Context: an optimization exercise on an open-source flow, tuned for small area. The choices shown serve that exercise and are no tape-out recipe. At most, simulation tests tie the RTL to the original design; equivalence was not proved. The RTL of runs 4 and 5 was laid out without a check of its function. Power figures rest on the tool's default switching activity, not on a simulated workload.

$ cat design.v
module matmul_sequencer (
  input  logic       clk,
  input  logic       rst,
  input  logic       rx_valid,
  input  logic [7:0] rx_data,
  output logic [7:0] tx_data,
  output logic       tx_valid,
  input  logic       tx_ready,
  output logic       busy,
  output logic       done,
  output logic       err
);
  localparam logic [2:0] HDR   = 3'd0;
  localparam logic [2:0] LDA   = 3'd1;
  localparam logic [2:0] LDB   = 3'd2;
  localparam logic [2:0] FLUSH = 3'd3;
  localparam logic [2:0] CAPA  = 3'd4;
  localparam logic [2:0] CAPB  = 3'd5;
  localparam logic [2:0] MUL   = 3'd6;
  localparam logic [2:0] SEND  = 3'd7;
  logic [2:0]    st_q;
  logic [1:0]    bcnt_q, hcnt_q;
  logic [1:0]    m_q, n_q, p_q;       
  logic [1:0]    i_q, j_q, k_q;
  logic [4:0]    ph_q;                
  logic [4:0]    pslot_q;             
  logic          pend_q;
  logic          done_q, err_q;
  logic [31:0]   x_q, y_q, acc_q;
  logic [1023:0] ring_q;
  logic        loading, wdone, dim_ok;
  logic [31:0] word_d, tap;
  logic [4:0]  ins_pos, tap_slot, a_slot, b_slot;
  logic        tap_a, tap_b;
  assign loading = (st_q == HDR) || (st_q == LDA) || (st_q == LDB);
  assign wdone   = loading && rx_valid && (bcnt_q == 2'd3);
  assign word_d  = {acc_q[23:0], rx_data};
  assign dim_ok  = (acc_q[23:0] == 24'd0) && (rx_data != 8'd0) &&
                   (rx_data <= 8'd4);
  assign a_slot   = {1'b0, i_q, k_q};
  assign b_slot   = {1'b1, k_q, j_q};
  assign tap      = ring_q[1023:992];
  assign tap_slot = ~ph_q;
  assign tap_a    = (tap_slot == a_slot);
  assign tap_b    = (tap_slot == b_slot);
  assign ins_pos  = pslot_q + ph_q + 5'd1;
  always_ff @(posedge clk) begin
    for (int q = 0; q < 32; q++) begin
      if ((q % 4) == 0 && pend_q && ins_pos == 5'(q))
        ring_q[32*q +: 32] <= x_q;
      else
        ring_q[32*q +: 32] <= ring_q[32*((q+31)%32) +: 32];
    end
  end
  always_ff @(posedge clk) begin
    if (st_q == MUL)
      acc_q <= acc_q + (y_q[0] ? x_q : 32'd0);
    else if ((loading && rx_valid) || st_q == FLUSH ||
             (st_q == SEND && tx_ready))
      acc_q <= {acc_q[23:0], loading ? rx_data : 8'd0};
  end
  always_ff @(posedge clk) begin
    if ((st_q == LDA || st_q == LDB) && wdone)
      x_q <= word_d;
    else if (st_q == CAPA && tap_a)
      x_q <= tap;
    else if (st_q == MUL)
      x_q <= {x_q[30:0], 1'b0};
  end
  always_ff @(posedge clk) begin
    if (st_q == CAPB && tap_b)
      y_q <= tap;
    else
      y_q <= {1'b0, y_q[31:1]};
  end
  always_ff @(posedge clk or posedge rst) begin
    if (rst) begin
      st_q    <= HDR;
      bcnt_q  <= '0;
      hcnt_q  <= '0;
      m_q     <= '0;
      n_q     <= '0;
      p_q     <= '0;
      i_q     <= '0;
      j_q     <= '0;
      k_q     <= '0;
      ph_q    <= '0;
      pslot_q <= '0;
      pend_q  <= 1'b0;
      done_q  <= 1'b0;
      err_q   <= 1'b0;
    end else begin
      done_q <= 1'b0;
      err_q  <= 1'b0;
      ph_q   <= ph_q + 5'd1;
      if (pend_q && ins_pos[1:0] == 2'd0)
        pend_q <= 1'b0;
      if (loading && rx_valid)
        bcnt_q <= bcnt_q + 2'd1;
      case (st_q)
        HDR: if (wdone) begin
          if (!dim_ok) begin
            err_q  <= 1'b1;
            hcnt_q <= '0;
          end else begin
            case (hcnt_q)
              2'd0:    m_q <= rx_data[1:0] - 2'd1;
              2'd1:    n_q <= rx_data[1:0] - 2'd1;
              default: p_q <= rx_data[1:0] - 2'd1;
            endcase
            hcnt_q <= hcnt_q + 2'd1;
            if (hcnt_q == 2'd2) begin
              st_q   <= LDA;
              hcnt_q <= '0;
            end
          end
        end
        LDA: if (wdone) begin
          pend_q  <= 1'b1;
          pslot_q <= a_slot;
          if (k_q == n_q) begin
            k_q <= '0;
            if (i_q == m_q) begin
              st_q <= LDB;
              i_q  <= '0;
            end else begin
              i_q <= i_q + 2'd1;
            end
          end else begin
            k_q <= k_q + 2'd1;
          end
        end
        LDB: if (wdone) begin
          pend_q  <= 1'b1;
          pslot_q <= b_slot;
          if (j_q == p_q) begin
            j_q <= '0;
            if (k_q == n_q) begin
              st_q <= FLUSH;
              k_q  <= '0;
            end else begin
              k_q <= k_q + 2'd1;
            end
          end else begin
            j_q <= j_q + 2'd1;
          end
        end
        FLUSH: begin
          bcnt_q <= bcnt_q + 2'd1;
          if (bcnt_q == 2'd3)
            st_q <= CAPA;
        end
        CAPA: if (tap_a) begin
          st_q <= CAPB;
        end
        CAPB: if (tap_b) begin
          st_q <= MUL;
        end
        MUL: begin
          if (tap_b) begin
            if (k_q == n_q)
              st_q <= SEND;
            else begin
              k_q  <= k_q + 2'd1;
              st_q <= CAPA;
            end
          end
        end
        SEND: if (tx_ready) begin
          bcnt_q <= bcnt_q + 2'd1;
          if (bcnt_q == 2'd3) begin
            k_q  <= '0;
            st_q <= CAPA;
            if (j_q == p_q) begin
              j_q <= '0;
              if (i_q == m_q) begin
                i_q    <= '0;
                st_q   <= HDR;
                done_q <= 1'b1;
              end else begin
                i_q <= i_q + 2'd1;
              end
            end else begin
              j_q <= j_q + 2'd1;
            end
          end
        end
        default: st_q <= HDR;
      endcase
    end
  end
  assign tx_data  = acc_q[31:24];
  assign tx_valid = (st_q == SEND);
  assign busy     = st_q[2] || (st_q == FLUSH);
  assign done     = done_q;
  assign err      = err_q;
endmodule
$ cat config.mk
export PLATFORM = sky130hd
export DESIGN_NAME = matmul_sequencer
export DESIGN_NICKNAME = matmul_sequencer
export VERILOG_FILES = /design/flow/design.v
export SDC_FILE = /design/flow/constraint.sdc
export NUM_CORES = 4
export LEC_CHECK = 0
export ABC_AREA = 1
export CAP_MARGIN = 20
export CORE_MARGIN = 2
export CORE_UTILIZATION = 65
export CTS_BUF_LIST = sky130_fd_sc_hd__clkbuf_2 sky130_fd_sc_hd__clkbuf_4 sky130_fd_sc_hd__clkbuf_8
export PLACE_DENSITY = 0.75
export SLEW_MARGIN = 20
$ cat run.sh
#!/bin/bash
# synth_recipe.tcl (not shown) runs the flow's synth.tcl, then flattens the netlist and writes it again
# the make line also repeats each setting of config.mk as NAME=value (left out here)
make -C /OpenROAD-flow-scripts/flow DESIGN_CONFIG=/design/flow/config.mk WORK_HOME=/design/flow/orfs CLKGATE_MAP_FILE= SYNTH_SCRIPT=/design/flow/synth_recipe.tcl finish
$ cat constraint.sdc
create_clock -name core_clock -period 11.0 [get_ports {clk}]
set_input_delay 2.2000 -clock core_clock [delete_from_list [all_inputs] [get_ports {clk}]]
set_output_delay 2.2000 -clock core_clock [all_outputs]
set_load 0.01 [all_outputs]
==> metrics.cfg, run 1 <==
[setup_path]
cp-start-kind = flop
required_ns = 8.80
arrival_ns = 2.77
crit_type = flop to output pin
r2r_cells = 13
path_max_fanout = 6
setup.worst_path.end_class = output pin

[floorplan]
initial_core_util = 0.657
die_h_um = 226
ios = 24
coreArea_sq_um = 48700
core.rowCount = 81
dieArea_sq_um = 51100
die_x_um = 226

[global_routing]
antenna_found_initial = 1
grt_usage = 0.270
grt_util_met3 = 0.0539
use_met2 = 0.437
grt-ovfl-total = 0
grt_max_degree = 65
grt_pass1_vias = 19900
grt_busiest_layer = met2
grtUsageMet1 = 0.357
grt_pass1_wl_um = 106000

[sta]
timing_hold_violations_final = 0
whs_ns = 0.301
final-setup-viol-count = 0
period_share = 0.451
tightest_slew_ns = 1.00
slew_violations = 0
max_slew_margin = 0.329
finClkSkew_ns = 0.0373
timing.fmax_ghz = 0.201
setup_tns_ns = 0
rsz0062_at_grt = false
fin_crit_ns = 4.97

[final_layout]
drive_above_1_share = 0.103
fin_nets = 3093
diodes = 0
multi_input_area_sq_um = 6680
area_growth_syn_to_layout_pct = 12.9
seq_area_sq_um = 23900
fillers = 3238
layoutNonFillerInstCount = 3826

[route]
viasPerCell = 5.07
drt_first_pass_iters = 5
wl_um = 66100
drt_iter0_markers = 1364
vias = 19400
antenna_left = 0
drc_errors = 0
wl_per_cell_um = 17.3

[clocking]
tritoncts = built
cts_inserted_buffers = 161
cts_root_buf = clkbuf_8
hold_buffers = 0
cts_setup_buffers = 0
cts_resized = 0
clock_latency_ns = 0.81
cts.path.max_buffers = 3
clock_sinks = 1152
htree_levels = 4
clk_pin_slew_worst_paths_ns = 0.07

[yosys]
synth_top_area_frac = 0.660
synth_ff_type = dfxtp_1
ys_ff_latch = 1152
syn-num-nets = 2982
ys_types = 45
syn_inst = 2931
synthArstFlopShare = 0.0278
syn_avg_cell_area_sq_um = 10.9
synth_common_cells = 1056 x dfxtp_1, 723 x nand2_1, 262 x inv_1
ys_seq_area_frac = 0.745
synth.area.top_cells = dfxtp_1 66%, nand2_1 8.5%, edfxtp_1 6.0%
synth.most_common_cell = dfxtp_1
synth_warnings = 1
synth_top_area_cell = dfxtp_1
syn_area_sq_um = 32000
synth-edff-count = 64

[place]
dp_hpwl_um = 38900
place_inst = 3543
io_buffers = 23
place_congestion = 0.876

[pwr]
p_switching_mw = 1.61
power_frac_clock = 0.446
power_density_nw_per_um2 = 215
leakage_nw = 15.8
p_sw_frac = 0.207
ir_drop_mv = 0.133
pwr-share-comb = 0.009
intPower_mw = 6.16
seq_power_share = 0.545

[status]
outcome = timing/DRC/antenna clean

[worst_hold_path]
min_path_cells = 0
hold_class = flop to flop

[flow_run]
maxCapViolCount = 0

## layout make-up
cell class,instances,share of cell area
sequential,1152,0.660
multi-input combinational,1426,0.185
clock buffer,253,0.0852
inverter,267,0.0277
tap,664,0.0230
clock inverter,30,0.0106
timing repair buffer,34,0.00865
## critical path: stages (launching register included)
cell	delay (ns)
dfrtp_1	0.46
nand2_1	0.21
inv_1	0.09
nor2_1	0.40
inv_1	0.26
clkdlybuf4s50_1	0.55
## logic make-up after synthesis
group                      after synthesis  synth area share
adders and majority gates               39            0.0155
xor gates and xnor gates                20           0.00629
DFF                                   1152             0.745
AOI/OAI and AO/OA                      391            0.0636
and+or+nand+nor                        976             0.123
buffers and inverters                  353            0.0469
## routing by layer
metal / wire length (um) / vias to the layer above
met4: 1660 / 0
met1: 30100 / 9325
met5: 0 / -
li1: - / 9489
met2: 31100 / 465
met3: 3230 / 120
## cells in the final DEF, fill, tap and decap left out, types with 7 or more instances in the layout
cell / netlist / final
a21oi_1: 27 / 27
buf_4: 8 / 11
clkbuf_4: 0 / 64
clkbuf_8: 0 / 189
clkdlybuf4s50_1: 0 / 23
clkinv_2: 0 / 11
dfrtp_1: 32 / 32
dfxtp_1: 1056 / 1056
edfxtp_1: 64 / 64
ha_1: 38 / 38
inv_1: 262 / 262
nand2_1: 723 / 723
nand2_2: 9 / 7
nand3_1: 66 / 66
nand4_1: 10 / 10
nor2_1: 136 / 136
o21ai_0: 212 / 212
o21ai_1: 102 / 102
o22ai_1: 35 / 35
xnor2_1: 11 / 11
xor2_1: 7 / 7
## power groups by stage
stage / Sequential, mW / Clock, mW / Combinational (mW)
after floorplan: 4.32 / 0 / 0.0453
after global placement: 4.33 / 0 / 0.0666
after detailed placement: 4.33 / 0 / 0.0679
after CTS: 4.23 / 3.53 / 0.0681
after global routing: 4.23 / 3.70 / 0.0764
final: 4.23 / 3.46 / 0.0680
## metrics by stage
stage	setup WS, ns	util	cell area [sq um]	power, mW
3_5_place_dp	6.30	0.671	32700	4.39
4_1_cts	6.02	0.742	36200	7.83
6_report	6.03	0.742	36200	7.77
2_1_floorplan	6.91	-	32000	4.36
3_3_place_gp	6.37	0.671	32700	4.39
5_1_grt	5.98	0.742	36200	8.01
## worst paths after layout
check                                          from                  end  slack, ns
worst max-delay path            st_q[0]$_DFFE_PP0P_                 busy       6.03
worst max register to register    ph_q[0]$_DFF_PP0_   ring_q[29]$_DFF_P_       7.45
worst min-delay path            ring_q[427]$_DFF_P_  ring_q[459]$_DFF_P_       0.30
max in group asynchronous                       rst   k_q[0]$_DFFE_PP0P_       8.88
min in group asynchronous                       rst  st_q[0]$_DFFE_PP0P_       1.80
worst min register to register  ring_q[427]$_DFF_P_  ring_q[459]$_DFF_P_       0.30
## sequential cells by signal (all words and copies together) (netlist names)
register / cells
y_q: 32
x_q: 32
err_q: 1
bcnt_q: 2
n_q: 2
pend_q: 1
m_q: 2
ring_q: 1024
i_q: 2
hcnt_q: 2
done_q: 1
st_q: 3
j_q: 2
acc_q: 32
pslot_q: 5
p_q: 2
k_q: 2
ph_q: 5
==> inputs of run 2 (changes only) <==
--- a/config.mk
+++ b/config.mk
@@ -10,5 +10,5 @@
 export CORE_MARGIN = 2
-export CORE_UTILIZATION = 65
-export CTS_BUF_LIST = sky130_fd_sc_hd__clkbuf_2 sky130_fd_sc_hd__clkbuf_4 sky130_fd_sc_hd__clkbuf_8
-export PLACE_DENSITY = 0.75
+export CORE_UTILIZATION = 40
+export CTS_BUF_LIST = sky130_fd_sc_hd__clkbuf_4
+export PLACE_DENSITY = 0.6
 export SLEW_MARGIN = 20
==> metrics.cfg, run 2 <==
[yosys]
synthArstFlopShare = 0.0278  ; unchanged
synth_ff_type = dfxtp_1  ; unchanged
syn-num-nets = 2982  ; unchanged
synth_common_cells = 1056 x dfxtp_1, 723 x nand2_1, 262 x inv_1  ; unchanged
synth.most_common_cell = dfxtp_1  ; unchanged
syn_inst = 2931  ; unchanged
ys_seq_area_frac = 0.745  ; unchanged
synth-edff-count = 64  ; unchanged
syn_avg_cell_area_sq_um = 10.9  ; unchanged
synth_top_area_cell = dfxtp_1  ; unchanged
synth.area.top_cells = dfxtp_1 66%, nand2_1 8.5%, edfxtp_1 6.0%  ; unchanged
ys_ff_latch = 1152  ; unchanged
syn_area_sq_um = 32000  ; unchanged
synth_top_area_frac = 0.660  ; unchanged
synth_warnings = 1  ; unchanged
ys_types = 45  ; unchanged

[final_layout]
fin_nets = 3228  ; was 3093
regMostFlops = ring_q  ; unchanged
mostFrequentLayoutCell = dfxtp_1  ; unchanged
fillers = 7484  ; was 3238
largest_register_ffs = 1024  ; unchanged
area_growth_syn_to_layout_pct = 13.9  ; was 12.9%
drive_above_1_share = 0.140  ; was 0.103
final_cell_mix = 1056 x dfxtp_1, 723 x nand2_1, 409 x clkbuf_4  ; was 1056 x dfxtp_1, 723 x nand2_1, 262 x inv_1

[floorplan]
die_h_um = 287  ; was 226 um
core.rowCount = 103  ; was 81
ios = 24  ; unchanged
initial_core_util = 0.405  ; was 0.657
die_x_um = 287  ; was 226 um
coreArea_sq_um = 79100  ; was 48700 sq um
dieArea_sq_um = 82300  ; was 51100 sq um

[sta]
rsz0062_at_grt = false  ; unchanged
period_share = 0.469  ; was 0.451
max_slew_margin = 0.307  ; was 0.329
slew_violations = 0  ; unchanged
tightest_slew_ns = 1.04  ; was 1.00 ns
timing.fmax_ghz = 0.194  ; was 0.201 GHz
finClkSkew_ns = 0.0936  ; was 0.0373 ns
setup_tns_ns = 0  ; unchanged
final-setup-viol-count = 0  ; unchanged
timing_hold_violations_final = 0  ; unchanged
fin_crit_ns = 5.15  ; was 4.97 ns

[setup_path]
cp-start-kind = flop  ; unchanged
crit_slowest_cell = clkdlybuf4s50_1  ; unchanged
critical_path_buf_inv_count = 3  ; unchanged
critical_path.max_stage_delay_ns = 0.55  ; about the same
required_ns = 8.80  ; about the same
path_max_fanout = 6  ; unchanged
crit_type = flop to output pin  ; unchanged
arrival_ns = 2.95  ; was 2.77 ns
path_delay_family = buffers and inverters  ; unchanged
crit_top_cell = inv_1  ; unchanged
crit_chain = nand2_1 > inv_1 > nor2_1 > inv_1 > clkdlybuf4s50_1  ; unchanged
setup.worst_path.end_class = output pin  ; unchanged

[global_routing]
grt_max_degree = 65  ; unchanged
grt_pass1_wl_um = 102000  ; was 106000 um
grt_pass1_vias = 19100  ; was 19900
grt_usage = 0.159  ; was 0.270
grt_busiest_layer = met2  ; unchanged
grt-ovfl-total = 0  ; unchanged
grt_util_met3 = 0.0398  ; was 0.0539
grtUsageMet1 = 0.220  ; was 0.357
antenna_found_initial = 4  ; was 1
use_met2 = 0.233  ; was 0.437

[route]
drt_iter0_markers = 1228  ; was 1364
viasPerCell = 4.42  ; was 5.07
drt_first_pass_iters = 5  ; unchanged
antenna_left = 0  ; unchanged
wl_per_cell_um = 14.7  ; was 17.3 um
drc_errors = 0  ; unchanged
vias = 19500  ; was 19400
wl_um = 64400  ; was 66100 um

[status]
outcome = timing/DRC/antenna clean  ; unchanged

[place]
io_buffers = 23  ; unchanged
dp_hpwl_um = 38200  ; was 38900 um
place_congestion = 0.890  ; was 0.876

[clocking]
htree_levels = 5  ; was 4
clock_sinks = 1152  ; unchanged
cts.path.max_buffers = 4  ; was 3
clk_pin_slew_worst_paths_ns = 0.07  ; about the same
hold_buffers = 0  ; unchanged
clock_latency_ns = 1.07  ; was 0.81 ns
cts_setup_buffers = 0  ; unchanged
cts_resized = 0  ; unchanged
tritoncts = built  ; unchanged
cts_root_buf = clkbuf_4  ; was clkbuf_8
cts_inserted_buffers = 293  ; was 161

[pwr]
power_density_nw_per_um2 = 206  ; was 215 nW/um^2
power_mw = 7.53  ; was 7.77 mW
ir_drop_mv = 0.141  ; was 0.133 mV
leakage_nw = 16.0  ; was 15.8 nW

[worst_hold_path]
hold_class = flop to flop  ; unchanged

[flow_run]
maxCapViolCount = 0  ; unchanged

## run 2: stage by stage
step | std cells | area, sq um | util | setup slack [ns] | hold slack [ns]
2_1_floorplan | 2931 | 32000 | - | 6.91 | 0.310
3_3_place_gp | 3932 | 33200 | 0.419 | 5.92 | 0.310
3_5_place_dp | 3932 | 33200 | 0.419 | 5.88 | 0.312
4_1_cts | 4396 | 36500 | 0.461 | 5.78 | 0.230
5_1_grt | 4399 | 36500 | 0.461 | 5.69 | 0.242
6_report | 4399 | 36500 | 0.461 | 5.85 | 0.250
## run 2: final timing paths
check	start	end	slack, ns	depth (start not counted)
max	st_q[1]$_DFFE_PP0P_	busy	5.85	5
min	ring_q[931]$_DFF_P_	ring_q[963]$_DFF_P_	0.25	0
max in group asynchronous	rst	st_q[2]$_DFFE_PP0P_	9.08	3
min in group asynchronous	rst	i_q[0]$_DFFE_PP0P_	1.54	3
max reg2reg	ph_q[1]$_DFF_PP0_	ring_q[396]$_DFF_P_	7.37	11
min reg2reg	ring_q[931]$_DFF_P_	ring_q[963]$_DFF_P_	0.25	0
## run 2: power by group
| group | switching [mW] | internal (mW) |
|---|---|---|
| logic | 0.0428 | 0.0257 |
| registers | 0.0129 | 4.22 |
| clock network | 1.54 | 1.70 |
## run 2: worst register-to-register path: stages, from the launching register on
cell     delay (ns)
dfrtp_1        0.46
ha_1           0.34
nand2_1        0.09
nand2_1        0.06
nand2_2        0.08
nand2_1        0.06
nand2_2        0.10
nand2_4        0.08
xor2_4         0.62
buf_4          0.49
nand2_4        0.64
o21ai_1        0.47
## run 2: layout make-up
type,instances,area [sq um],share of cell area
Inverter,267,1000,0.0275
Antenna cell,3,7.51,0.000206
Timing Repair Buffer,37,335,0.00919
Clock buffer,409,3070,0.0842
Tap cell,1050,1310,0.0360
Multi-Input combinational cell,1426,6670,0.183
Clock inverter,55,224,0.00614
Sequential cell,1152,23900,0.654
## run 2: per-layer routing
layer | vias to the layer above | wire length [um]
met5 | - | 0
met2 | 465 | 27700
li1 | 9875 | -
met4 | 0 | 1410
met1 | 9018 | 32000
met3 | 106 | 3330
## run 2: kinds of logic (layout without fill, tap and decap cells)
logic type      count (synthesis)  in the layout  synth area share
flops                        1152           1152             0.745
fa+ha+maj                      39             39            0.0155
other cells                     0              3                 0
xor+xnor                       20             20           0.00629
buf+inv                       353            768            0.0469
simple gates                  976            976             0.123
compound gates                391            391            0.0636
==> inputs of run 3 (changes only) <==
--- a/config.mk
+++ b/config.mk
@@ -7,3 +7,2 @@
 export LEC_CHECK = 0
-export ABC_AREA = 1
 export CAP_MARGIN = 20
@@ -11,3 +10,2 @@
 export CORE_UTILIZATION = 40
-export CTS_BUF_LIST = sky130_fd_sc_hd__clkbuf_4
 export PLACE_DENSITY = 0.6
==> metrics.cfg, run 3 <==
[status]
outcome = timing/DRC/antenna clean  ; unchanged

[global_routing]
grt-ovfl-total = 0  ; unchanged
grt_pass1_vias = 15900  ; was 19100
grt_pass1_wl_um = 90900  ; was 102000 um
grt_max_degree = 74  ; was 65
grt_usage = 0.140  ; was 0.159
antenna_found_initial = 0  ; was 4

[setup_path]
path_max_fanout = 23  ; was 6
crit_slowest_cell = a21oi_1  ; was clkdlybuf4s50_1
critPathLaunch = st_q[2]$_DFFE_PP0P_  ; was st_q[1]$_DFFE_PP0P_
r2r_end = acc_q[30]$_DFFE_PP_  ; was ring_q[396]$_DFF_P_
critical_path.max_stage_delay_ns = 0.70  ; was 0.55 ns
r2r_cells = 10  ; was 11
setup.worst_path.end_class = output pin  ; unchanged
r2r-start = x_q[0]$_DFFE_PP_  ; was ph_q[1]$_DFF_PP0_
required_ns = 8.80  ; about the same
crit_type = flop to output pin  ; unchanged
cp-start-kind = flop  ; unchanged
crit_chain = a21oi_1 > inv_1 > clkdlybuf4s50_1  ; was nand2_1 > inv_1 > nor2_1 > inv_1 > clkdlybuf4s50_1
r2r_slack_ns = 7.33  ; was 7.37 ns
arrival_ns = 2.76  ; was 2.95 ns

[yosys]
synth_ff_type = dfxtp_1  ; unchanged
syn-num-nets = 2245  ; was 2982
ys_ff_latch = 1152  ; unchanged
synth_top_area_cell = dfxtp_1  ; unchanged
ys_types = 79  ; was 45
synth_common_cells = 1056 x dfxtp_1, 251 x mux2_2, 106 x nand2_1  ; was 1056 x dfxtp_1, 723 x nand2_1, 262 x inv_1
synth.area.top_cells = dfxtp_1 66%, mux2_2 8.8%, edfxtp_1 6.0%  ; was dfxtp_1 66%, nand2_1 8.5%, edfxtp_1 6.0%
synthArstFlopShare = 0.0278  ; unchanged
synth-edff-count = 64  ; unchanged
synth_warnings = 1  ; unchanged
syn_area_sq_um = 32000  ; about the same
syn_inst = 2194  ; was 2931
syn_avg_cell_area_sq_um = 14.6  ; was 10.9 sq um
synth.most_common_cell = dfxtp_1  ; unchanged
synth_top_area_frac = 0.660  ; about the same
ys_seq_area_frac = 0.745  ; about the same

[sta]
timing.fmax_ghz = 0.202  ; was 0.194 GHz
timing_hold_violations_final = 0  ; unchanged
period_share = 0.451  ; was 0.469
max_slew_margin = 0.374  ; was 0.307
final-setup-viol-count = 0  ; unchanged
setup_tns_ns = 0  ; unchanged
rsz0062_at_grt = false  ; unchanged
tightest_slew_ns = 0.939  ; was 1.04 ns
whs_ns = 0.309  ; was 0.250 ns
finClkSkew_ns = 0.0428  ; was 0.0936 ns
fin_crit_ns = 4.96  ; was 5.15 ns
slew_violations = 0  ; unchanged

[pwr]
p_switching_mw = 2.54  ; was 1.59 mW
ir_drop_mv = 0.146  ; was 0.141 mV
pwr-share-comb = 0.095  ; was 0.009
seq_power_share = 0.533  ; was 0.562
intPower_mw = 7.51  ; was 5.94 mW
power_density_nw_per_um2 = 273  ; was 206 nW/um^2
leakage_nw = 14.8  ; was 16.0 nW
p_sw_frac = 0.253  ; was 0.211
power_frac_clock = 0.371  ; was 0.429

[clocking]
tritoncts = built  ; unchanged
clk_pin_slew_worst_paths_ns = 0.07  ; about the same
cts_inserted_buffers = 104  ; was 293
hold_buffers = 0  ; unchanged
cts_resized = 0  ; unchanged
cts_setup_buffers = 0  ; unchanged
cts.path.max_buffers = 3  ; was 4
htree_levels = 3  ; was 5
clock_sinks = 1152  ; unchanged
cts_root_buf = clkbuf_16  ; was clkbuf_4
clock_latency_ns = 0.67  ; was 1.07 ns

[floorplan]
initial_core_util = 0.405  ; about the same
ios = 24  ; unchanged
coreArea_sq_um = 79100  ; unchanged
die_h_um = 287  ; about the same
dieArea_sq_um = 82300  ; about the same
core.rowCount = 103  ; unchanged
die_x_um = 287  ; about the same

[place]
place_congestion = 0.850  ; was 0.890
placed_area_sq_um = 33100  ; was 33200 sq um
io_buffers = 23  ; unchanged
dp_hpwl_um = 33800  ; was 38200 um

[route]
wl_per_cell_um = 16.9  ; was 14.7 um
vias = 15400  ; was 19500
wl_um = 56800  ; was 64400 um
antenna_left = 0  ; unchanged
drt_iter0_markers = 766  ; was 1228
viasPerCell = 4.59  ; was 4.42
drt_first_pass_iters = 5  ; unchanged
drc_errors = 0  ; unchanged

[flow_run]
maxCapViolCount = 0  ; unchanged

[final_layout]
fin_nets = 2274  ; was 3228
mostFrequentLayoutCell = dfxtp_1  ; unchanged
final_cell_mix = 1056 x dfxtp_1, 251 x mux2_2, 104 x clkbuf_16  ; was 1056 x dfxtp_1, 723 x nand2_1, 409 x clkbuf_4
area_growth_syn_to_layout_pct = 14.8  ; was 13.9%
drive_above_1_share = 0.216  ; was 0.140
largest_register_ffs = 1024  ; unchanged
stdcell_area_sq_um = 36800  ; was 36500 sq um
diodes = 0  ; was 3
regMostFlops = ring_q  ; unchanged

[worst_hold_path]
min_to = ring_q[626]$_DFF_P_  ; was ring_q[963]$_DFF_P_
hp-start = ring_q[594]$_DFF_P_  ; was ring_q[931]$_DFF_P_
hold_class = flop to flop  ; unchanged
min_path_cells = 0  ; unchanged

## run 3: cell types whose count changed after synthesis, moves of 31 or more
cell and delta:
o21ai_0 -125, and2_1 +31, mux2i_1 +39, mux2_2 +251
nand3_1 -46, o22ai_1 -31, inv_1 -242, o21ai_1 -98
nand2_1 -617, nor2_1 -102
## run 3: power by group through the flow
stage          clock network [mW]  logic, mW  registers (mW)
4_1_cts                      3.83      0.960            5.38
3_5_place_dp                    0      0.956            5.46
3_3_place_gp                    0      0.937            5.45
2_1_floorplan                   0      0.850            5.14
6_report                     3.73      0.958            5.36
5_1_grt                      4.00       1.07            5.44
## run 3: critical path: cells and delay by family, from the launching register on
| kind | cells | cell delay, ns |
|---|---|---|
| buffers and inverters | 2 | 0.72 |
| AO/OA/AOI/OAI | 1 | 0.70 |
| flip-flops | 1 | 0.66 |
## run 3: through the flow
| step | power (mW) | cells | util | worst slack (ns) |
|---|---|---|---|---|
| after global routing | 10.5 | 3361 | 0.465 | 5.90 |
| after detailed placement | 6.41 | 3167 | 0.418 | 5.79 |
| after floorplan | 5.99 | 2194 | - | 5.65 |
| after global placement | 6.38 | 3167 | 0.418 | 5.86 |
| after CTS | 10.2 | 3361 | 0.465 | 6.02 |
| final | 10.0 | 3361 | 0.465 | 6.04 |
## run 3: cells by family (layout without fill, tap and decap cells)
kind of cell / Yosys count / in the layout / share of synthesized area
flops: 1152 / 1152 / 0.745
compound gates: 222 / 222 / 0.0430
mux: 328 / 328 / 0.117
fa+ha+maj: 39 / 39 / 0.0155
xor+xnor: 42 / 42 / 0.0122
buf+inv: 133 / 250 / 0.0226
simple gates: 278 / 278 / 0.0441
## run 3: layer usage
layer / vias to the layer above / track usage / part of all wire
li1: 7519 / - / -
met1: 7544 / 0.198 / 0.49
met2: 258 / 0.212 / 0.43
met3: 119 / 0.0305 / 0.040
met4: 0 / 0.0529 / 0.031
met5: - / 0 / 0
## run 3: worst max-delay path by stage
stage / to / slack, ns
after global placement: x_q[30]$_DFFE_PP_ / 5.86
after CTS: busy / 6.02
after floorplan: acc_q[0]$_DFFE_PP_ / 5.65
after detailed placement: x_q[30]$_DFFE_PP_ / 5.79
after global routing: busy / 5.90
final: busy / 6.04
## run 3: cell type report
class / count / area [sq um]
fill: 6997 / 42400
inverter: 20 / 75.1
timing repair buffer: 36 / 328
clock inverter: 45 / 642
tap: 1050 / 1310
multi-input combinational: 909 / 7500
sequential: 1152 / 23900
clock buffer: 149 / 3040
==> inputs of run 4 (changes only) <==
--- a/design.v
+++ b/design.v
@@ -28,3 +28,3 @@
   logic          done_q, err_q;
-  logic [31:0]   x_q, y_q, acc_q;
+  logic [31:0]   x_q, acc_q;
   logic [1023:0] ring_q;
@@ -33,3 +33,4 @@
   logic [4:0]  ins_pos, tap_slot, a_slot, b_slot;
-  logic        tap_a, tap_b;
+  logic        tap_a, tap_b, ybit;
+  logic [4:0]  b_pos;
   assign loading = (st_q == HDR) || (st_q == LDA) || (st_q == LDB);
@@ -46,2 +47,8 @@
   assign ins_pos  = pslot_q + ph_q + 5'd1;
+  assign b_pos    = b_slot + ph_q;
+  always_comb begin
+    ybit = 1'b0;
+    for (int q = 0; q < 32; q++)
+      if (b_pos == 5'(q)) ybit = ring_q[33*q];
+  end
   always_ff @(posedge clk) begin
@@ -56,3 +63,3 @@
     if (st_q == MUL)
-      acc_q <= acc_q + (y_q[0] ? x_q : 32'd0);
+      acc_q <= acc_q + (ybit ? x_q : 32'd0);
     else if ((loading && rx_valid) || st_q == FLUSH ||
@@ -70,6 +77,14 @@
   always_ff @(posedge clk) begin
-    if (st_q == CAPB && tap_b)
-      y_q <= tap;
-    else
-      y_q <= {1'b0, y_q[31:1]};
+    ph_q <= ph_q + 5'd1;
+    if (st_q == HDR && wdone && dim_ok) begin
+      case (hcnt_q)
+        2'd0:    m_q <= rx_data[1:0] - 2'd1;
+        2'd1:    n_q <= rx_data[1:0] - 2'd1;
+        default: p_q <= rx_data[1:0] - 2'd1;
+      endcase
+    end
+    if (st_q == LDA && wdone)
+      pslot_q <= a_slot;
+    if (st_q == LDB && wdone)
+      pslot_q <= b_slot;
   end
@@ -80,5 +95,2 @@
       hcnt_q  <= '0;
-      m_q     <= '0;
-      n_q     <= '0;
-      p_q     <= '0;
       i_q     <= '0;
@@ -86,4 +98,2 @@
       k_q     <= '0;
-      ph_q    <= '0;
-      pslot_q <= '0;
       pend_q  <= 1'b0;
@@ -94,3 +104,2 @@
       err_q  <= 1'b0;
-      ph_q   <= ph_q + 5'd1;
       if (pend_q && ins_pos[1:0] == 2'd0)
@@ -105,7 +114,2 @@
           end else begin
-            case (hcnt_q)
-              2'd0:    m_q <= rx_data[1:0] - 2'd1;
-              2'd1:    n_q <= rx_data[1:0] - 2'd1;
-              default: p_q <= rx_data[1:0] - 2'd1;
-            endcase
             hcnt_q <= hcnt_q + 2'd1;
@@ -119,3 +123,2 @@
           pend_q  <= 1'b1;
-          pslot_q <= a_slot;
           if (k_q == n_q) begin
@@ -134,3 +137,2 @@
           pend_q  <= 1'b1;
-          pslot_q <= b_slot;
           if (j_q == p_q) begin
--- a/config.mk
+++ b/config.mk
@@ -9,4 +9,7 @@
 export CORE_MARGIN = 2
-export CORE_UTILIZATION = 40
-export PLACE_DENSITY = 0.6
+export CORE_UTILIZATION = 60
+export CTS_BUF_LIST = sky130_fd_sc_hd__clkbuf_16
+export CTS_CLUSTER_DIAMETER = 60
+export CTS_CLUSTER_SIZE = 36
+export PLACE_DENSITY = 0.8
 export SLEW_MARGIN = 20
==> metrics.cfg, run 4 <==
[final_layout]
drive_above_1_share = 0.176  ; was 0.216
layoutNonFillerInstCount = 2799  ; was 3361
area_growth_syn_to_layout_pct = 7.94  ; was 14.8%
largest_register_ffs = 1024  ; unchanged
biggestRegsByFlops = ring_q: 1024 flops, acc_q: 32 flops, x_q: 32 flops
fin_nets = 2149  ; was 2274
post-route-util = 0.658  ; was 0.465
diodes = 0  ; unchanged
final_cell_mix = 1030 x dfxtp_1, 258 x mux2_2, 121 x nand2_1  ; was 1056 x dfxtp_1, 251 x mux2_2, 104 x clkbuf_16
fillers = 3477  ; was 6997
regMostFlops = ring_q  ; unchanged
mostFrequentLayoutCell = dfxtp_1  ; unchanged

[clocking]
hold_buffers = 0  ; unchanged
cts_resized = 0  ; unchanged
cts_root_buf = clkbuf_16  ; unchanged
cts_inserted_buffers = 46  ; was 104
htree_levels = 2  ; was 3
clock_latency_ns = 0.64  ; was 0.67 ns
cts.path.max_buffers = 3  ; unchanged
cts_setup_buffers = 0  ; unchanged
tritoncts = built  ; unchanged
clk_pin_slew_worst_paths_ns = 0.12  ; was 0.07 ns
clock_sinks = 1120  ; was 1152

[sta]
tightest_slew_ns = 1.06  ; was 0.939 ns
layout_setup_ws_ns = 4.83  ; was 6.04 ns
period_share = 0.561  ; was 0.451
max_slew_margin = 0.288  ; was 0.374
slew_violations = 0  ; unchanged
fin_crit_ns = 6.17  ; was 4.96 ns
timing.fmax_ghz = 0.162  ; was 0.202 GHz
finClkSkew_ns = 0.0466  ; was 0.0428 ns
rsz0062_at_grt = false  ; unchanged
timing_hold_violations_final = 0  ; unchanged
final-setup-viol-count = 0  ; unchanged
setup_tns_ns = 0  ; unchanged

[route]
met2_length_um = 24200  ; was 24700 um
drt_iter0_markers = 930  ; was 766
wl_um = 53700  ; was 56800 um
wl_met1_um = 25800  ; was 28100 um
highest_layer = met4  ; unchanged
met3_length_um = 2030  ; was 2260 um
wl_per_cell_um = 19.2  ; was 16.9 um
drt_first_pass_iters = 5  ; unchanged
drc_errors = 0  ; unchanged
viasPerCell = 5.25  ; was 4.59
antenna_left = 0  ; unchanged
vias = 14700  ; was 15400

[floorplan]
die_x_um = 230  ; was 287 um
dieArea_sq_um = 53000  ; was 82300 sq um
initial_core_util = 0.610  ; was 0.405
core.rowCount = 82  ; was 103
die_h_um = 230  ; was 287 um
ios = 24  ; unchanged
coreArea_sq_um = 50400  ; was 79100 sq um

[worst_hold_path]
min_to = ring_q[747]$_DFF_P_  ; was ring_q[626]$_DFF_P_
hp-start = ring_q[715]$_DFF_P_  ; was ring_q[594]$_DFF_P_
min_path_cells = 0  ; unchanged
hold_class = flop to flop  ; unchanged

[status]
outcome = timing/DRC/antenna clean  ; unchanged

[setup_path]
cp-start-kind = flop  ; unchanged
r2r_slack_ns = 4.83  ; was 7.33 ns
path_max_fanout = 32  ; was 23
critPathLaunch = j_q[0]$_DFFE_PP0P_  ; was st_q[2]$_DFFE_PP0P_
r2r-start = j_q[0]$_DFFE_PP0P_  ; was x_q[0]$_DFFE_PP_
setup.worst_path.end_class = flop  ; was output pin
r2r_cells = 19  ; was 10
critical_path.max_stage_delay_ns = 0.92  ; was 0.70 ns
r2r_end = acc_q[21]$_DFFE_PP_  ; was acc_q[30]$_DFFE_PP_
crit_chain = ha_1 > fa_1 > nand3_1 > a21oi_1 > o32ai_2 > or3_1 > o311a_4 > a32oi_4 > and3_1 > ha_1 > a21o_1 > a2111oi_1 > o211ai_1 > a21oi_1 > o21bai_1 > a211oi_1 > o31ai_1 > xnor2_1 > o21ai_0  ; was a21oi_1 > inv_1 > clkdlybuf4s50_1
crit_type = flop to flop  ; was flop to output pin
arrival_ns = 6.52  ; was 2.76 ns
required_ns = 11.35  ; was 8.80 ns
crit_slowest_cell = fa_1  ; was a21oi_1

[pwr]
power_density_nw_per_um2 = 193  ; was 273 nW/um^2
power_mw = 6.40  ; was 10.0 mW
leakage_nw = 13.6  ; was 14.8 nW
intPower_mw = 5.02  ; was 7.51 mW
seq_power_share = 0.644  ; was 0.533
pwr-share-comb = 0.010  ; was 0.095
ir_drop_mv = 0.189  ; was 0.146 mV
p_sw_frac = 0.216  ; was 0.253
p_switching_mw = 1.38  ; was 2.54 mW
power_frac_clock = 0.345  ; was 0.371

[yosys]
syn_area_sq_um = 30700  ; was 32000 sq um
ys_types = 74  ; was 79
synth_top_area_cell = dfxtp_1  ; unchanged
synth_ff_type = dfxtp_1  ; unchanged
synth.area.top_cells = dfxtp_1 67%, mux2_2 9.5%, edfxtp_1 7.2%  ; was dfxtp_1 66%, mux2_2 8.8%, edfxtp_1 6.0%
syn_avg_cell_area_sq_um = 14.5  ; was 14.6 sq um
synth_common_cells = 1030 x dfxtp_1, 258 x mux2_2, 123 x nand2_1  ; was 1056 x dfxtp_1, 251 x mux2_2, 106 x nand2_1
ys_seq_area_frac = 0.756  ; was 0.745
synthArstFlopShare = 0.0143  ; was 0.0278
ys_ff_latch = 1120  ; was 1152
syn-num-nets = 2169  ; was 2245
synth_warnings = 1  ; unchanged
synth_top_area_frac = 0.671  ; was 0.660
syn_inst = 2113  ; was 2194
synth-edff-count = 74  ; was 64
synth.most_common_cell = dfxtp_1  ; unchanged

[global_routing]
grt-ovfl-total = 0  ; unchanged
grt_usage = 0.204  ; was 0.140
antenna_found_initial = 1  ; was 0
grt_pass1_wl_um = 83900  ; was 90900 um
grt_pass1_vias = 14800  ; was 15900
grt_max_degree = 52  ; was 74

[place]
place_ws_ns = 4.90  ; was 5.79 ns
place_inst = 2717  ; was 3167
place_congestion = 0.892  ; was 0.850
io_buffers = 23  ; unchanged
dp_hpwl_um = 33700  ; was 33800 um

[flow_run]
maxCapViolCount = 0  ; unchanged

-- run 4: cell types whose count changed after synthesis, sizes merged, moves of 16 or more --
cell	before	now
and3	8	37
mux2	289	266
dfxtp	1056	1030
mux2i	39	6
o21ai	92	60
nand2	106	123
dfrtp	32	16
a22oi	0	30
and2	34	8
-- run 4: power by group through the flow --
stage | Clock, mW | Combinational (mW) | Sequential, mW
6_report | 2.21 | 0.0656 | 4.12
2_1_floorplan | 0 | 0.0437 | 4.21
3_3_place_gp | 0 | 0.0625 | 4.21
4_1_cts | 2.24 | 0.0652 | 4.12
5_1_grt | 2.38 | 0.0722 | 4.12
3_5_place_dp | 0 | 0.0651 | 4.21
-- run 4: final cells by class --
class | instances | area (sq um) | share of cell area
timing repair buffer | 36 | 328 | 0.00988
tap | 672 | 841 | 0.0253
sequential | 1120 | 23200 | 0.701
clock inverter | 36 | 508 | 0.0153
clock buffer | 46 | 1150 | 0.0347
multi-input combinational | 871 | 7030 | 0.212
inverter | 18 | 67.6 | 0.00204
-- run 4: cell families (layout without fill, tap and decap cells) --
family          after synthesis  in the layout  share of synthesized area
fa+ha+maj                    44             44                     0.0184
buf+inv                     122            136                     0.0168
xor+xnor                     51             51                     0.0152
flops                      1120           1120                      0.756
mux                         275            275                      0.102
compound gates              215            215                     0.0467
simple gates                286            286                     0.0450
-- run 4: layer usage --
metal | vias up | track usage
met5 | - | 0
met3 | 106 | 0.0284
li1 | 7119 | -
met2 | 279 | 0.320
met1 | 7184 | 0.291
met4 | 0 | 0.0746
-- run 4: worst max-delay path by stage --
| stage | cells past startpoint | slack (ns) | endpoint |
|---|---|---|---|
| CTS | 19 | 4.86 | acc_q[21]$_DFFE_PP_ |
| floorplan | 21 | 5.91 | acc_q[28]$_DFFE_PP_ |
| finish | 19 | 4.83 | acc_q[21]$_DFFE_PP_ |
| global route | 20 | 4.43 | acc_q[28]$_DFFE_PP_ |
| global placement | 17 | 5.06 | acc_q[21]$_DFFE_PP_ |
| detailed placement | 19 | 4.90 | acc_q[21]$_DFFE_PP_ |
-- run 4: metrics by stage --
stage	area, sq um	hold slack (ns)
final	33200	0.316
after global routing	33200	0.325
after CTS	33200	0.323
after detailed placement	31500	0.312
after global placement	31500	0.310
after floorplan	30700	0.310
-- run 4: critical path, delay by kind of cell (launching register included) --
family / cells / cell delay (ns)
xor gates and xnor gates: 1 / 0.14
DFF: 1 / 0.47
and+or+nand+nor: 3 / 0.76
adders and majority gates: 3 / 1.44
AOI/OAI and AO/OA: 12 / 3.07
==> inputs of run 5 (changes only) <==
--- a/config.mk
+++ b/config.mk
@@ -10,5 +10,5 @@
 export CORE_UTILIZATION = 60
-export CTS_BUF_LIST = sky130_fd_sc_hd__clkbuf_16
-export CTS_CLUSTER_DIAMETER = 60
-export CTS_CLUSTER_SIZE = 36
+export CTS_BUF_LIST = sky130_fd_sc_hd__clkbuf_8
+export CTS_CLUSTER_DIAMETER = 40
+export CTS_CLUSTER_SIZE = 18
 export PLACE_DENSITY = 0.8
==> metrics.cfg, run 5 <==
[clocking]
cts_setup_buffers = 0  ; unchanged
hold_buffers = 0  ; unchanged
htree_levels = 3  ; was 2
cts_inserted_buffers = 98  ; was 46
clock_sinks = 1120  ; unchanged
cts_resized = 0  ; unchanged
clock_latency_ns = 0.73  ; was 0.64 ns
tritoncts = built  ; unchanged
clk_pin_slew_worst_paths_ns = 0.09  ; was 0.12 ns
cts_root_buf = clkbuf_8  ; was clkbuf_16
cts.path.max_buffers = 3  ; unchanged

[worst_hold_path]
hp-start = ring_q[49]$_DFF_P_  ; was ring_q[715]$_DFF_P_
min_path_cells = 0  ; unchanged
min_to = ring_q[81]$_DFF_P_  ; was ring_q[747]$_DFF_P_
hold_class = flop to flop  ; unchanged

[setup_path]
arrival_ns = 6.64  ; was 6.52 ns
r2r-start = j_q[0]$_DFFE_PP0P_  ; unchanged
r2r_end = acc_q[21]$_DFFE_PP_  ; unchanged
r2r_slack_ns = 4.81  ; was 4.83 ns
cp-start-kind = flop  ; unchanged
r2r_cells = 19  ; unchanged
crit_chain = ha_1 > fa_1 > nand3_1 > a21oi_1 > o32ai_2 > or3_1 > o311a_4 > a32oi_4 > and3_1 > ha_1 > a21o_1 > a2111oi_1 > o211ai_1 > a21oi_1 > o21bai_1 > a211oi_1 > o31ai_1 > xnor2_1 > o21ai_0  ; unchanged
critical_path.max_stage_delay_ns = 0.92  ; about the same
path_max_fanout = 32  ; unchanged
setup.worst_path.end_class = flop  ; unchanged
crit_type = flop to flop  ; unchanged
required_ns = 11.46  ; was 11.35 ns
crit_slowest_cell = fa_1  ; unchanged

[place]
place_inst = 2717  ; unchanged
io_buffers = 23  ; unchanged
place_congestion = 0.892  ; unchanged
dp_hpwl_um = 33700  ; unchanged

[route]
wl_per_cell_um = 18.8  ; was 19.2 um
wl_um = 54300  ; was 53700 um
viasPerCell = 5.22  ; was 5.25
antenna_left = 0  ; unchanged
drt_iter0_markers = 796  ; was 930
drc_errors = 0  ; unchanged
drt_first_pass_iters = 5  ; unchanged
vias = 15100  ; was 14700

[final_layout]
final_cell_mix = 1030 x dfxtp_1, 258 x mux2_2, 121 x nand2_1  ; unchanged
largest_register_ffs = 1024  ; unchanged
fin_nets = 2201  ; was 2149
area_growth_syn_to_layout_pct = 9.85  ; was 7.94%
post-route-util = 0.670  ; was 0.658
layoutNonFillerInstCount = 2895  ; was 2799
diodes = 0  ; unchanged
biggestRegsByFlops = ring_q: 1024 flops, acc_q: 32 flops, x_q: 32 flops  ; unchanged
drive_above_1_share = 0.211  ; was 0.176
regMostFlops = ring_q  ; unchanged
fillers = 3396  ; was 3477
mostFrequentLayoutCell = dfxtp_1  ; unchanged

[floorplan]
coreArea_sq_um = 50400  ; unchanged
die_x_um = 230  ; unchanged
ios = 24  ; unchanged
core.rowCount = 82  ; unchanged
initial_core_util = 0.610  ; unchanged
dieArea_sq_um = 53000  ; unchanged
die_h_um = 230  ; unchanged

[sta]
timing.fmax_ghz = 0.162  ; about the same
slew_violations = 0  ; unchanged
rsz0062_at_grt = false  ; unchanged
setup_tns_ns = 0  ; unchanged
final-setup-viol-count = 0  ; unchanged
finClkSkew_ns = 0.0327  ; was 0.0466 ns
whs_ns = 0.312  ; was 0.316 ns
period_share = 0.562  ; was 0.561
fin_crit_ns = 6.19  ; was 6.17 ns
timing_hold_violations_final = 0  ; unchanged
tightest_slew_ns = 1.05  ; was 1.06 ns
max_slew_margin = 0.301  ; was 0.288

[pwr]
leakage_nw = 13.9  ; was 13.6 nW
ir_drop_mv = 0.124  ; was 0.189 mV
power_density_nw_per_um2 = 200  ; was 193 nW/um^2

[global_routing]
grt_pass1_vias = 15400  ; was 14800
antenna_found_initial = 1  ; unchanged
grt_pass1_wl_um = 85600  ; was 83900 um
grt-ovfl-total = 0  ; unchanged
grt_usage = 0.209  ; was 0.204
grt_max_degree = 52  ; unchanged

[yosys]
syn_inst = 2113  ; unchanged
synth_warnings = 1  ; unchanged
synthArstFlopShare = 0.0143  ; unchanged
synth_top_area_cell = dfxtp_1  ; unchanged
synth_ff_type = dfxtp_1  ; unchanged
synth_top_area_frac = 0.671  ; unchanged
syn_avg_cell_area_sq_um = 14.5  ; unchanged
syn_area_sq_um = 30700  ; unchanged
synth-edff-count = 74  ; unchanged
synth.most_common_cell = dfxtp_1  ; unchanged
syn-num-nets = 2169  ; unchanged
synth.area.top_cells = dfxtp_1 67%, mux2_2 9.5%, edfxtp_1 7.2%  ; unchanged
ys_ff_latch = 1120  ; unchanged
synth_common_cells = 1030 x dfxtp_1, 258 x mux2_2, 123 x nand2_1  ; unchanged
ys_seq_area_frac = 0.756  ; unchanged
ys_types = 74  ; unchanged

[flow_run]
maxCapViolCount = 0  ; unchanged

[status]
outcome = timing/DRC/antenna clean  ; unchanged

==> run 5: cell counts after synthesis <==
Identical to the previous run, type by type.
==> run 5: power by group <==
group          internal [mW]  switching (mW)
combinational         0.0282          0.0372
clock                   1.12            1.45
sequential              4.10          0.0146
==> run 5: layout make-up <==
cell class / count / area, sq um / share of cell area
Clock buffer: 102 / 1400 / 0.0416
Timing Repair Buffer: 36 / 328 / 0.00971
Inverter: 18 / 67.6 / 0.00200
Multi-Input combinational cell: 871 / 7040 / 0.208
Clock inverter: 76 / 837 / 0.0248
Sequential cell: 1120 / 23200 / 0.689
Tap cell: 672 / 841 / 0.0249
==> run 5: layer usage <==
| layer | track usage | vias to the layer above | wire (um) |
|---|---|---|---|
| met5 | 0 | - | 0 |
| met4 | 0.0821 | 0 | 1700 |
| met3 | 0.0425 | 123 | 2400 |
| met2 | 0.323 | 329 | 24500 |
| met1 | 0.289 | 7401 | 25700 |
| li1 | - | 7258 | - |
==> run 5: cell families after synthesis <==
group           Yosys count  synth area share
flops                  1120             0.756
simple gates            286            0.0450
mux                     275             0.102
buf+inv                 122            0.0168
fa+ha+maj                44            0.0184
compound gates          215            0.0467
xor+xnor                 51            0.0152
==> run 5: through the flow <==
step	setup WS (ns)	power, mW	area (sq um)
floorplan	5.91	4.25	30700
global placement	5.06	4.28	31500
detailed placement	4.90	4.28	31500
CTS	4.90	6.81	33800
global route	4.43	6.96	33800
finish	4.81	6.75	33800
==> run 5: worst max path at each step <==
stage	slack (ns)	cells after the start	end	startpoint
after global placement	5.06	17	acc_q[21]$_DFFE_PP_	j_q[0]$_DFFE_PP0P_
after global routing	4.43	20	acc_q[28]$_DFFE_PP_	j_q[0]$_DFFE_PP0P_
final	4.81	19	acc_q[21]$_DFFE_PP_	j_q[0]$_DFFE_PP0P_
after CTS	4.90	19	acc_q[21]$_DFFE_PP_	j_q[0]$_DFFE_PP0P_
after floorplan	5.91	21	acc_q[28]$_DFFE_PP_	j_q[0]$_DFFE_PP0P_
after detailed placement	4.90	19	acc_q[21]$_DFFE_PP_	j_q[0]$_DFFE_PP0P_
==> run 5: worst max-delay path: cells and delay by family, from the launching register on <==
kind / cells / cell delay [ns]
AO/OA/AOI/OAI: 12 / 3.10
adder cells (fa/ha/maj): 3 / 1.44
AND/OR/NAND/NOR: 3 / 0.76
flip-flops: 1 / 0.46
XOR/XNOR: 1 / 0.14
==> inputs of run 6 (changes only) <==
--- a/design.v
+++ b/design.v
@@ -35,2 +35,5 @@
   logic [4:0]  b_pos;
+  logic [7:0]  ins_q, insn_q;
+  logic        pend_d;
+  logic [4:0]  pslot_d, ins_pos_d;
   assign loading = (st_q == HDR) || (st_q == LDA) || (st_q == LDB);
@@ -42,3 +45,3 @@
   assign b_slot   = {1'b1, k_q, j_q};
-  assign tap      = ring_q[1023:992];
+  assign tap      = ~ring_q[1023:992];
   assign tap_slot = ~ph_q;
@@ -51,3 +54,3 @@
     for (int q = 0; q < 32; q++)
-      if (b_pos == 5'(q)) ybit = ring_q[33*q];
+      if (b_pos == 5'(q)) ybit = ring_q[33*q] ^ b_pos[2];
   end
@@ -55,4 +58,7 @@
     for (int q = 0; q < 32; q++) begin
-      if ((q % 4) == 0 && pend_q && ins_pos == 5'(q))
-        ring_q[32*q +: 32] <= x_q;
+      if ((q % 4) == 0)
+        ring_q[32*q +: 32] <= ~(((((q / 4) % 2) == 1 ? x_q : ~x_q) |
+                                 {32{insn_q[q/4]}}) &
+                                (ring_q[32*((q+31)%32) +: 32] |
+                                 {32{ins_q[q/4]}}));
       else
@@ -61,8 +67,22 @@
   end
-  always_ff @(posedge clk) begin
-    if (st_q == MUL)
-      acc_q <= acc_q + (ybit ? x_q : 32'd0);
-    else if ((loading && rx_valid) || st_q == FLUSH ||
-             (st_q == SEND && tx_ready))
+  always_comb begin
+    pend_d = pend_q && (ins_pos[1:0] != 2'd0);
+    pslot_d = pslot_q;
+    if ((st_q == LDA || st_q == LDB) && wdone) begin
+      pend_d  = 1'b1;
+      pslot_d = (st_q == LDA) ? a_slot : b_slot;
+    end
+    ins_pos_d = pslot_d + ph_q + 5'd2;
+  end
+  always_ff @(posedge clk) begin
+    for (int g = 0; g < 8; g++) begin
+      ins_q[g]  <= pend_d && (ins_pos_d == 5'(4*g));
+      insn_q[g] <= !(pend_d && (ins_pos_d == 5'(4*g)));
+    end
+  end
+  always_ff @(posedge clk) begin
+    if ((loading && rx_valid) || st_q == FLUSH || (st_q == SEND && tx_ready))
       acc_q <= {acc_q[23:0], loading ? rx_data : 8'd0};
+    else
+      acc_q <= acc_q + ((st_q == MUL && ybit) ? x_q : 32'd0);
   end
@@ -77,3 +97,2 @@
   always_ff @(posedge clk) begin
-    ph_q <= ph_q + 5'd1;
     if (st_q == HDR && wdone && dim_ok) begin
@@ -85,6 +104,3 @@
     end
-    if (st_q == LDA && wdone)
-      pslot_q <= a_slot;
-    if (st_q == LDB && wdone)
-      pslot_q <= b_slot;
+    pslot_q <= pslot_d;
   end
@@ -101,3 +117,5 @@
       err_q   <= 1'b0;
+      ph_q    <= '0;
     end else begin
+      ph_q   <= ph_q + 5'd1;
       done_q <= 1'b0;
--- a/config.mk
+++ b/config.mk
@@ -10,5 +10,5 @@
 export CORE_UTILIZATION = 60
-export CTS_BUF_LIST = sky130_fd_sc_hd__clkbuf_8
-export CTS_CLUSTER_DIAMETER = 40
-export CTS_CLUSTER_SIZE = 18
+export CTS_BUF_LIST = sky130_fd_sc_hd__clkbuf_8 sky130_fd_sc_hd__clkbuf_16
+export CTS_CLUSTER_DIAMETER = 45
+export CTS_CLUSTER_SIZE = 24
 export PLACE_DENSITY = 0.8
==> metrics.cfg, run 6 <==
[final_layout]
largest_register_ffs = 1024  ; unchanged
drive_above_1_share = 0.0720  ; was 0.211
biggestRegsByFlops = ring_q: 1024 flops, acc_q: 32 flops, x_q: 32 flops  ; unchanged
mostFrequentLayoutCell = dfxtp_1  ; unchanged
final_cell_mix = 1066 x dfxtp_1, 258 x o22ai_1, 97 x nand2_1  ; was 1030 x dfxtp_1, 258 x mux2_2, 121 x nand2_1
fin_nets = 2287  ; was 2201
regMostFlops = ring_q  ; unchanged
area_growth_syn_to_layout_pct = 10.9  ; was 9.85%

[sta]
rsz0062_at_grt = false  ; unchanged
tightest_slew_ns = 1.23  ; was 1.05 ns
max_slew_margin = 0.183  ; was 0.301
timing.fmax_ghz = 0.142  ; was 0.162 GHz
finClkSkew_ns = 0.0367  ; was 0.0327 ns
final-setup-viol-count = 0  ; unchanged
slew_violations = 0  ; unchanged
period_share = 0.639  ; was 0.562
fin_crit_ns = 7.02  ; was 6.19 ns
setup_tns_ns = 0  ; unchanged
timing_hold_violations_final = 0  ; unchanged
layout_setup_ws_ns = 3.98  ; was 4.81 ns

[route]
viasPerCell = 5.58  ; was 5.22
wl_um = 63700  ; was 54300 um
wl_per_cell_um = 21.7  ; was 18.8 um
drc_errors = 0  ; unchanged
drt_iter0_markers = 1337  ; was 796
vias = 16400  ; was 15100
drt_first_pass_iters = 7  ; was 5
antenna_left = 0  ; unchanged

[floorplan]
core.rowCount = 81  ; was 82
die_h_um = 227  ; was 230 um
ios = 24  ; unchanged
coreArea_sq_um = 49000  ; was 50400 sq um
initial_core_util = 0.608  ; was 0.610
die_x_um = 227  ; was 230 um
dieArea_sq_um = 51400  ; was 53000 sq um

[setup_path]
path_delay_family = compound AO/OA/AOI/OAI gates  ; unchanged
r2r-start = ph_q[0]$_DFF_PP0_  ; was j_q[0]$_DFFE_PP0P_
required_ns = 11.47  ; was 11.46 ns
crit_type = flop to flop  ; unchanged
crit_chain = ha_1 > inv_1 > fa_1 > xnor2_1 > nor2_1 > a311o_1 > a311oi_1 > o221ai_2 > o211a_1 > and2_1 > ha_1 > fa_1 > a211oi_1 > nor2_1 > o41ai_2 > o211ai_1 > a221oi_2 > o221ai_1 > a221oi_2 > xor2_1 > o21ai_1  ; was ha_1 > fa_1 > nand3_1 > a21oi_1 > o32ai_2 > or3_1 > o311a_4 > a32oi_4 > and3_1 > ha_1 > a21o_1 > a2111oi_1 > o211ai_1 > a21oi_1 > o21bai_1 > a211oi_1 > o31ai_1 > xnor2_1 > o21ai_0
critical_path_buf_inv_count = 1  ; was 0
critical_path.max_stage_delay_ns = 0.87  ; was 0.92 ns
r2r_end = acc_q[30]$_DFF_P_  ; was acc_q[21]$_DFFE_PP_
path_max_fanout = 31  ; was 32
cp-endpoint = acc_q[30]$_DFF_P_  ; was acc_q[21]$_DFFE_PP_
setup.worst_path.end_class = flop  ; unchanged
cp-start-kind = flop  ; unchanged
r2r_cells = 21  ; was 19
r2r_slack_ns = 3.98  ; was 4.81 ns
cp_num_cells = 21  ; was 19
crit_slowest_cell = xnor2_1  ; was fa_1
arrival_ns = 7.50  ; was 6.64 ns
critPathLaunch = ph_q[0]$_DFF_PP0_  ; was j_q[0]$_DFFE_PP0P_

[clocking]
cts_resized = 0  ; unchanged
htree_levels = 3  ; unchanged
clk_pin_slew_worst_paths_ns = 0.09  ; about the same
hold_buffers = 0  ; unchanged
tritoncts = built  ; unchanged
clock_latency_ns = 0.63  ; was 0.73 ns
clock_sinks = 1136  ; was 1120
cts_root_buf = clkbuf_16  ; was clkbuf_8
cts_inserted_buffers = 72  ; was 98
cts.path.max_buffers = 3  ; unchanged
cts_setup_buffers = 0  ; unchanged

[yosys]
synthArstFlopShare = 0.0185  ; was 0.0143
synth.area.top_cells = dfxtp_1 72%, o22ai_1 5.4%, edfxtp_1 3.8%  ; was dfxtp_1 67%, mux2_2 9.5%, edfxtp_1 7.2%
synth_top_area_frac = 0.725  ; was 0.671
ys_seq_area_frac = 0.781  ; was 0.756
syn-num-nets = 2274  ; was 2169
synth_common_cells = 1077 x dfxtp_1, 259 x o22ai_1, 97 x nand2_1  ; was 1030 x dfxtp_1, 258 x mux2_2, 123 x nand2_1
ys_ff_latch = 1136  ; was 1120
synth.most_common_cell = dfxtp_1  ; unchanged
syn_avg_cell_area_sq_um = 13.4  ; was 14.5 sq um
synth_warnings = 1  ; unchanged
syn_inst = 2214  ; was 2113
syn_area_sq_um = 29800  ; was 30700 sq um
synth_top_area_cell = dfxtp_1  ; unchanged
ys_types = 69  ; was 74
synth_ff_type = dfxtp_1  ; unchanged
synth-edff-count = 38  ; was 74

[pwr]
power_mw = 9.64  ; was 6.75 mW
leakage_nw = 13.3  ; was 13.9 nW
power_density_nw_per_um2 = 292  ; was 200 nW/um^2
ir_drop_mv = 0.147  ; was 0.124 mV

[worst_hold_path]
min_path_cells = 0  ; unchanged
hold_class = flop to flop  ; unchanged

[global_routing]
grt-ovfl-total = 0  ; unchanged
grt_pass1_wl_um = 96800  ; was 85600 um
grt_usage = 0.252  ; was 0.209
antenna_found_initial = 2  ; was 1
grt_max_degree = 69  ; was 52
grt_pass1_vias = 16500  ; was 15400

[place]
io_buffers = 23  ; unchanged
place_congestion = 0.917  ; was 0.892
dp_hpwl_um = 36200  ; was 33700 um
place_ws_ns = 4.08  ; was 4.90 ns

[flow_run]
maxCapViolCount = 0  ; unchanged

[status]
outcome = timing/DRC/antenna clean  ; unchanged

==> run 6: cell families after synthesis <==
family,synth area share
flops,0.781
simple gates,0.0457
buf+inv,0.0243
compound gates,0.104
fa+ha+maj,0.0209
xor+xnor,0.0170
mux,0.00774
==> run 6: routing by layer <==
| layer | up-vias | share of wire | track usage |
|---|---|---|---|
| met5 | - | 0 | 0 |
| met4 | 0 | 0.036 | 0.100 |
| met3 | 125 | 0.058 | 0.0425 |
| met2 | 521 | 0.47 | 0.409 |
| met1 | 8093 | 0.44 | 0.340 |
| li1 | 7679 | - | - |
==> run 6: metrics by stage <==
step | std cells | cell area, sq um | hold WS (ns) | utilization
finish | 2943 | 33000 | 0.311 | 0.674
global route | 2942 | 33000 | 0.316 | 0.674
CTS | 2942 | 33000 | 0.315 | 0.674
detailed placement | 2817 | 30500 | 0.312 | 0.624
global placement | 2817 | 30500 | 0.310 | 0.623
floorplan | 2214 | 29800 | 0.310 | -
==> run 6: power breakdown <==
group / switching, mW / internal, mW / leakage, nW / total [mW]
registers: 0.510 / 5.28 / 9.62 / 5.79
logic: 0.593 / 0.412 / 2.47 / 1.00
clock network: 1.45 / 1.38 / 1.24 / 2.84
==> run 6: worst reg2reg max path, stage by stage (launching register included) <==
cell      delay [ns]
dfrtp_1         0.51
ha_1            0.23
inv_1           0.06
fa_1            0.47
xnor2_1         0.87
nor2_1          0.12
a311o_1         0.36
a311oi_1        0.33
o221ai_2        0.15
o211a_1         0.50
and2_1          0.35
ha_1            0.23
fa_1            0.46
a211oi_1        0.24
nor2_1          0.13
o41ai_2         0.46
o211ai_1        0.21
a221oi_2        0.43
o221ai_1        0.27
a221oi_2        0.29
xor2_1          0.17
o21ai_1         0.07
==> run 6: layout make-up <==
cell class / count / area [sq um]
Clock inverter: 44 / 464
Fill cell: 3262 / 16000
Multi-Input combinational cell: 907 / 5850
Inverter: 75 / 282
Clock buffer: 81 / 1990
Antenna cell: 1 / 2.50
Timing Repair Buffer: 35 / 320
Sequential cell: 1136 / 23200
Tap cell: 664 / 831
==> run 6: how the worst min path moves through the flow <==
stage	startpoint	to
5_1_grt	ring_q[305]$_DFF_P_	ring_q[337]$_DFF_P_
4_1_cts	ring_q[305]$_DFF_P_	ring_q[337]$_DFF_P_
3_3_place_gp	ring_q[968]$_DFF_P_	ring_q[1000]$_DFF_P_
3_5_place_dp	ring_q[258]$_DFF_P_	ring_q[290]$_DFF_P_
2_1_floorplan	ring_q[968]$_DFF_P_	ring_q[1000]$_DFF_P_
6_report	ring_q[305]$_DFF_P_	ring_q[337]$_DFF_P_
==> inputs of run 7 (changes only) <==
--- a/config.mk
+++ b/config.mk
@@ -10,5 +10,5 @@
 export CORE_UTILIZATION = 60
-export CTS_BUF_LIST = sky130_fd_sc_hd__clkbuf_8 sky130_fd_sc_hd__clkbuf_16
-export CTS_CLUSTER_DIAMETER = 45
-export CTS_CLUSTER_SIZE = 24
+export CTS_BUF_LIST = sky130_fd_sc_hd__clkbuf_16
+export CTS_CLUSTER_DIAMETER = 55
+export CTS_CLUSTER_SIZE = 34
 export PLACE_DENSITY = 0.8
==> metrics.cfg, run 7 <==
[status]
outcome = timing/DRC/antenna clean  ; unchanged

[flow_run]
maxCapViolCount = 0  ; unchanged

[global_routing]
grt_usage = 0.242  ; was 0.252
grtUsageMet1 = 0.337  ; was 0.340
antenna_found_initial = 1  ; was 2
grt-ovfl-total = 0  ; unchanged
grt_max_degree = 69  ; unchanged
grt_pass1_wl_um = 93900  ; was 96800 um
use_met2 = 0.401  ; was 0.409
grt_busiest_layer = met2  ; unchanged

[floorplan]
coreArea_sq_um = 49000  ; unchanged
core.rowCount = 81  ; unchanged
ios = 24  ; unchanged
initial_core_util = 0.608  ; unchanged
die_h_um = 227  ; unchanged
dieArea_sq_um = 51400  ; unchanged

[yosys]
ys_types = 69  ; unchanged
syn_avg_cell_area_sq_um = 13.4  ; unchanged
syn-num-nets = 2274  ; unchanged
syn_area_sq_um = 29800  ; unchanged
synth_top_area_frac = 0.725  ; unchanged
syn_inst = 2214  ; unchanged

[clocking]
hold_buffers = 0  ; unchanged
clock_sinks = 1136  ; unchanged
cts_inserted_buffers = 46  ; was 72
clk_pin_slew_worst_paths_ns = 0.11  ; was 0.09 ns
cts_root_buf = clkbuf_16  ; unchanged

[sta]
finClkSkew_ns = 0.0292  ; was 0.0367 ns
final-setup-viol-count = 0  ; unchanged
setup_tns_ns = 0  ; unchanged
max_slew_margin = 0.211  ; was 0.183
rsz0062_at_grt = false  ; unchanged

[route]
vias = 16100  ; was 16400
drt_iter0_markers = 1300  ; was 1337
drc_errors = 0  ; unchanged
drt_first_pass_iters = 8  ; was 7

[pwr]
power_density_nw_per_um2 = 281  ; was 292 nW/um^2
ir_drop_mv = 0.153  ; was 0.147 mV
leakage_nw = 12.9  ; was 13.3 nW

[setup_path]
path_max_fanout = 31  ; unchanged
cp-start-kind = flop  ; unchanged
crit_slowest_cell = xnor2_1  ; unchanged
crit_type = flop to flop  ; unchanged
crit_chain = ha_1 > inv_1 > fa_1 > xnor2_1 > nor2_1 > a311o_1 > a311oi_1 > o221ai_2 > o211a_1 > and2_1 > ha_1 > fa_1 > a211oi_1 > nor2_1 > o41ai_2 > o211ai_1 > a221oi_2 > o221ai_1 > a221oi_2 > xor2_1 > o21ai_1  ; unchanged

[final_layout]
area_growth_syn_to_layout_pct = 8.25  ; was 10.9%
mostFrequentLayoutCell = dfxtp_1  ; unchanged

[place]
io_buffers = 23  ; unchanged
place_ws_ns = 4.08  ; unchanged
place_congestion = 0.917  ; unchanged

run 7: kinds of logic after synthesis:
kind of cell	Yosys count	synth area share
DFF	1136	0.781
adders and majority gates	48	0.0209
xor gates and xnor gates	56	0.0170
AOI/OAI and AO/OA	501	0.104
and+or+nand+nor	282	0.0457
muxes	20	0.00774
buffers and inverters	171	0.0243
run 7: power breakdown:
part | internal, mW | switching (mW) | total, mW
combinational | 0.412 | 0.590 | 1.00
sequential | 5.28 | 0.502 | 5.78
clock | 0.977 | 1.29 | 2.26
run 7: metrics by stage:
stage,area (sq um),std cells,utilization,power [mW],hold WS (ns)
2_1_floorplan,29800,2214,-,6.40,0.310
3_3_place_gp,30500,2817,0.623,6.76,0.310
3_5_place_dp,30500,2817,0.624,6.83,0.312
4_1_cts,32200,2898,0.658,9.06,0.326
5_1_grt,32200,2898,0.658,9.42,0.325
6_report,32200,2898,0.658,9.05,0.321
run 7: worst paths after layout:
check	start	to	slack (ns)	depth (start not counted)
max in group asynchronous	rst	pend_q$_DFF_PP0_	8.37	2
min reg2reg	ring_q[305]$_DFF_P_	ring_q[337]$_DFF_P_	0.32	0
min	ring_q[305]$_DFF_P_	ring_q[337]$_DFF_P_	0.32	0
max	ph_q[0]$_DFF_PP0_	acc_q[30]$_DFF_P_	3.96	21
max reg2reg	ph_q[0]$_DFF_PP0_	acc_q[30]$_DFF_P_	3.96	21
min in group asynchronous	rst	i_q[1]$_DFFE_PP0P_	2.05	2
run 7: final cells by class:
cell class,count,area [sq um],share of cell area
clock buffer,50,1250,0.0388
clock inverter,31,433,0.0134
inverter,75,282,0.00874
multi-input combinational,907,5850,0.181
sequential,1136,23200,0.722
tap,664,831,0.0258
timing repair buffer,35,320,0.00994
run 7: per-layer routing:
layer  vias up  routed length (um)  part of all wire
li1       7595                   -                 -
met3        96                3170             0.051
met1      7993               28300              0.46
met5         -                   0                 0
met2       457               28800              0.47
met4         0                1500             0.024
run 7: critical path, delay by kind of cell, from the launching register on:
family	cells	cell delay [ns]
flip-flops	1	0.51
adder cells (fa/ha/maj)	4	1.39
buffers and inverters	1	0.06
AO/OA/AOI/OAI	11	3.30
AND/OR/NAND/NOR	3	0.59
XOR/XNOR	2	1.06

Check on run 7: ideal ports give 3.960 ns setup slack; a clkbuf_16 on the clock port and buf_2 on the inputs give 3.960 ns; moving port delays by the midpoint clock arrival (0.677 ns) as well gives 3.960 ns.
